From an optimization exercise on the open Yosys and OpenROAD flow, aimed at small area; shortcuts taken in it are not production practice. In this exercise RTL edits were held to simulation tests only and were not proved equivalent to the original. No activity file was given, so power comes from the tool's default toggle rates.

==> run G: inputs <==
==> flow/design.v (excerpt) <==
module tank_renderer #(
    parameter int BULLET_NUM = 8
) (
    input  logic                  pclk,
    input  logic                  in_reset_hint,
    input  logic                  wr_req,
    input  render_pkg::reg_addr_t wr_addr,
    input  render_pkg::reg_data_t wr_data,
    output logic                  wr_ack,
    input  render_pkg::coord_t    pixel_x,
    input  render_pkg::row_t      pixel_y,
    input  logic                  in_display,
    output render_pkg::coord_t    map_rd_x,
    output render_pkg::coord_t    map_rd_y,
    input  logic                  map_wall,
    output render_pkg::rgb_t      rgb
);
    function automatic logic ge_c(input logic [8:0] x, input logic [8:0] c);   
        logic r;
        r = 1'b1;
        for (int k = 0; k < 9; k++) r = c[k] ? (x[k] & r) : (x[k] | r);
        ge_c = r;
    endfunction
    function automatic logic [8:0] sub9(input logic [8:0] a, input logic [8:0] b);   
        logic br;
        br = 1'b0;
        for (int k = 0; k < 9; k++) begin
            sub9[k] = a[k] ^ b[k] ^ br;
            br = (~a[k] & b[k]) | (~(a[k] ^ b[k]) & br);
        end
    endfunction
    logic [7:0]              p1_x, p1_y, p2_x, p2_y;
    logic [1:0]              p1_dir, p2_dir;
    logic [1:0]              p1_hp, p2_hp;
  ...
==> module scene_regs, before the edit <==
module scene_regs #(
    parameter int BULLET_NUM = 8
) (
    input  logic                     pclk,
    input  logic                     in_reset_hint,
    input  logic                     wr_req,
    input  render_pkg::reg_addr_t    wr_addr,
    input  render_pkg::reg_data_t    wr_data,
    output logic                     wr_ack,
    output render_pkg::coord_t       p1_x,
    output render_pkg::coord_t       p1_y,
    output render_pkg::coord_t       p2_x,
    output render_pkg::coord_t       p2_y,
    output render_pkg::dir_t         p1_dir,
    output render_pkg::dir_t         p2_dir,
    output render_pkg::hp_t          p1_hp,
    output render_pkg::hp_t          p2_hp,
    output logic                     p1_alive,
    output logic                     p2_alive,
    output logic                     p1_shield,
    output logic                     p2_shield,
    output logic [BULLET_NUM*8-1:0]  bullet_xd,
    output logic [BULLET_NUM*8-1:0]  bullet_yd,
    output logic                     game_over,
    output logic                     p1_win
);
    logic        take;
    logic [16:0] wd;      
    logic [7:0]  xd, yd;  
    assign take = wr_req && !wr_ack;
    assign wd   = in_reset_hint ? 17'd0 : wr_data;
    assign xd   = {wr_data[15], wr_data[14:8] ^ wr_data[15:9]};
    assign yd   = in_reset_hint ? 8'h80 :
                  wr_data[16] ? {wr_data[7], wr_data[6:0] ^ wr_data[7:1]} : 8'h80;
    logic [7:0] p1_xn, p1_yn, p2_xn, p2_yn;
    assign {p1_x, p1_y, p2_x, p2_y} = ~{p1_xn, p1_yn, p2_xn, p2_yn};
    always_ff @(posedge pclk)
        wr_ack <= wr_req && !in_reset_hint;
    always_ff @(posedge pclk) begin
        if (in_reset_hint || (take && wr_addr == ADDR_CTRL)) game_over <= wd[0];
        if (in_reset_hint || (take && wr_addr == ADDR_P1_POS)) {p1_xn, p1_yn} <= ~wd[15:0];
        if (in_reset_hint || (take && wr_addr == ADDR_P2_POS)) {p2_xn, p2_yn} <= ~wd[15:0];
        if (in_reset_hint || (take && wr_addr == ADDR_P1_ATTR)) {p1_alive, p1_hp} <= wd[4:2];
        if (in_reset_hint || (take && wr_addr == ADDR_P2_ATTR)) {p2_alive, p2_hp} <= wd[4:2];
    end
    always_ff @(posedge pclk) begin
        if (!in_reset_hint && take && wr_addr == ADDR_CTRL) p1_win <= wr_data[1];
        if (!in_reset_hint && take && wr_addr == ADDR_P1_ATTR) {p1_shield, p1_dir} <= {wr_data[5], wr_data[1:0]};
        if (!in_reset_hint && take && wr_addr == ADDR_P2_ATTR) {p2_shield, p2_dir} <= {wr_data[5], wr_data[1:0]};
    end
    for (genvar i = 0; i < BULLET_NUM; i++) begin : g_bullet
        logic we;
        assign we = take && wr_addr == ADDR_BULLET_BASE + i;
        always_ff @(posedge pclk) begin
            if (in_reset_hint || we) bullet_yd[i*8 +: 8] <= yd;
            if (!in_reset_hint && we) bullet_xd[i*8 +: 8] <= xd;
        end
    end
endmodule
export LEC_CHECK = 0
export ABC_AREA = 1
export CAP_MARGIN = 20
export CORE_MARGIN = 2
export CORE_UTILIZATION = 72
export SLEW_MARGIN = 20
create_clock -name core_clock -period 8.0 [get_ports {pclk}]
standard.sh (not shown) runs the stock make flow with config.mk's settings and CLKGATE_MAP_FILE= SYNTH_SCRIPT=/design/flow/synth_recipe.tcl, a recipe that flattens the netlist after the stock synthesis.
==> flow/flow/run.sh <==
#!/bin/bash
# The standard layout (standard.sh) with these changes:
# - synthesis maps logic with an area-oriented abc script (area.abc), and leaves adders to abc
#   instead of mapping them to adder cells first; registers are mapped as in the standard flow
# - the port buffers are the smallest buffer cell
# - clock tree synthesis uses clkbuf_8 and no dummy loads
set -euo pipefail
W=$(pwd)
export FLOW_ABC_SCRIPT=$W/flow/area.abc
export BUFFER_PORTS_ARGS="-buffer_cell sky130_fd_sc_hd__buf_1"
export CTS_ARGS="-sink_clustering_enable -repair_clock_nets -buf_list sky130_fd_sc_hd__clkbuf_8 -dont_use_dummy_load"
sed -e "s#SYNTH_SCRIPT=[^ ]*#SYNTH_SCRIPT=$W/flow/synth.tcl ADDER_MAP_FILE= #" standard.sh > $W/flow_standard.sh
grep -q "SYNTH_SCRIPT=$W/flow/synth.tcl ADDER_MAP_FILE=" $W/flow_standard.sh
bash $W/flow_standard.sh > $W/flow_make.log 2>&1
==> flow/flow/area.abc <==
strash
&get -n
&st
&dch -f
&nf -p -a -F 10 -A 10 -C 32 -R 1000
&put
strash
&get -n
&st
&dch -f
&nf -p -a -F 10 -A 10 -C 32 -R 1000
&put
==> flow/flow/synth.tcl <==
# The standard synthesis script (synth_recipe.tcl), with the abc mapping step given an
# area-oriented script ($::env(FLOW_ABC_SCRIPT)) in place of ORFS's; registers are untouched
proc synth {args} { yosys synth -nofsm -noshare {*}$args }
proc abc {args} {
  set i [lsearch -exact $args -script]
  if { $i >= 0 } { lset args [expr {$i + 1}] $::env(FLOW_ABC_SCRIPT) }
  yosys abc {*}$args
}
source $::env(SCRIPTS_DIR)/synth.tcl
# left out here: clear keep_hierarchy, flatten, clean up, hide names made inside functions, write 1_2_yosys.v
==> inputs of run Z, as changes to run G <==
--- a/flow/design.v
+++ b/flow/design.v
@@ -70,4 +70,2 @@
                   wr_data[16] ? {wr_data[7], wr_data[6:0] ^ wr_data[7:1]} : 8'h80;
-    logic [7:0] p1_xn, p1_yn, p2_xn, p2_yn;
-    assign {p1_x, p1_y, p2_x, p2_y} = ~{p1_xn, p1_yn, p2_xn, p2_yn};
     always_ff @(posedge pclk)
@@ -76,4 +74,4 @@
         if (in_reset_hint || (take && wr_addr == ADDR_CTRL)) game_over <= wd[0];
-        if (in_reset_hint || (take && wr_addr == ADDR_P1_POS)) {p1_xn, p1_yn} <= ~wd[15:0];
-        if (in_reset_hint || (take && wr_addr == ADDR_P2_POS)) {p2_xn, p2_yn} <= ~wd[15:0];
+        if (in_reset_hint || (take && wr_addr == ADDR_P1_POS)) {p1_x, p1_y} <= wd[15:0];
+        if (in_reset_hint || (take && wr_addr == ADDR_P2_POS)) {p2_x, p2_y} <= wd[15:0];
         if (in_reset_hint || (take && wr_addr == ADDR_P1_ATTR)) {p1_alive, p1_hp} <= wd[4:2];
==> flow/flow/area.abc (replaced) <==
strash
&get -n
&st
&dch -f
&nf -p -a -F 10 -A 10 -C 32 -R 1000
&put
==> inputs of run A, as changes to run G <==
==> flow/flow/run.sh (replaced) <==
#!/bin/bash
# The standard layout (standard.sh) with these changes:
# - synthesis maps logic with an area-oriented abc script (area.abc: deepsyn, then three
#   rounds of choice computation and area-oriented mapping), and leaves adders to abc
#   instead of mapping them to adder cells first; registers are mapped as in the standard flow
# - the port buffers, and the buffers synthesis puts on wires from port to port, are the
#   smallest buffer cell
# - clock tree synthesis uses clkbuf_8 and no dummy loads
set -euo pipefail
W=$(pwd)
export FLOW_ABC_SCRIPT=$W/flow/area.abc
export BUFFER_PORTS_ARGS="-buffer_cell sky130_fd_sc_hd__buf_1"
export CTS_ARGS="-sink_clustering_enable -repair_clock_nets -buf_list sky130_fd_sc_hd__clkbuf_8 -dont_use_dummy_load"
sed -e "s#SYNTH_SCRIPT=[^ ]*#SYNTH_SCRIPT=$W/flow/synth.tcl ADDER_MAP_FILE= 'MIN_BUF_CELL_AND_PORTS=sky130_fd_sc_hd__buf_1 A X' #" standard.sh > $W/flow_standard.sh
grep -q "SYNTH_SCRIPT=$W/flow/synth.tcl ADDER_MAP_FILE=" $W/flow_standard.sh
bash $W/flow_standard.sh > $W/flow_make.log 2>&1
--- a/flow/flow/area.abc
+++ b/flow/flow/area.abc
@@ -1 +1,5 @@
+strash
+&get -n
+&deepsyn -T 10
+&put
 strash
@@ -12 +16,7 @@
 &put
+strash
+&get -n
+&st
+&dch -f
+&nf -p -a -F 10 -A 10 -C 32 -R 1000
+&put
--- a/flow/config.mk
+++ b/flow/config.mk
@@ -10,3 +10,4 @@
 export CORE_MARGIN = 2
-export CORE_UTILIZATION = 72
+export CORE_UTILIZATION = 60
+export GPL_TIMING_DRIVEN = 0
 export SLEW_MARGIN = 20
==> run notes <==
                                                                       run G                    run Z                    run A
Clock group                                                           462 uW                   463 uW                   472 uW
Number of standard-cell rows in the floorplan                             41                       42                       45
Proportion of power drawn by flip-flops and latches                    57.1%                    56.6%                    57.1%
R2r setup slk                                                        3220 ps                  2750 ps                  2920 ps
Combinational power share                                              19.3%                    19.9%                    18.6%
Buffer share of cell area                                              3.99%                    3.90%                    3.97%
Average instance area after synthesis                              10.8 um^2                10.9 um^2                11.0 um^2
Number of stages on the worst hold path                                    4                        4                        2
Met3 WL                                                              4270 um                  3760 um                  3780 um
Outcome                                              complete, no violations  complete, no violations  complete, no violations
DP Cell Count                                                           1126                     1131                     1100
Post-Route Utilization                                                 80.5%                    78.9%                    66.5%
Final worst path period share                                          76.0%                    81.6%                    86.4%
Count of filler cells inserted in the layout                             819                      791                     1180

==> re-timing with driven ports <==
How much do the figures lean on ideal ports? The routed layouts below were timed once more, with nothing changed but the port constraints. Step 1: set_driving_cell puts a clkbuf_16 on pclk and a buf_2 on each other input, an assumption about the parent block. Step 2 adds t to the input delays and takes it off the output delays; t is the mean of the earliest and latest rising clock arrival at the registers after step 1. Input paths then give back, and output paths get back, about the clock's delay inside the block. a / b / c = ideal ports / drivers / drivers and shift; a / b = the first two.
run | shift t [ns] | setup WS [ns] | worst register clock-pin slew, ns | cell pins on the clock port's net
run G | 0.498 | 1.921 / 1.919 / 1.420 | 0.10 / 0.10 | 1
run Z | 0.499 | 1.474 / 1.494 / 0.995 | 0.10 / 0.10 | 1
run A | 0.498 | 1.087 / 1.106 / 0.608 | 0.09 / 0.09 | 1
After both steps setup and hold are still met in every run listed. For run G, which loses most, drivers alone change the setup slack by -0.002 ns; drivers and shift together by -0.501 ns.
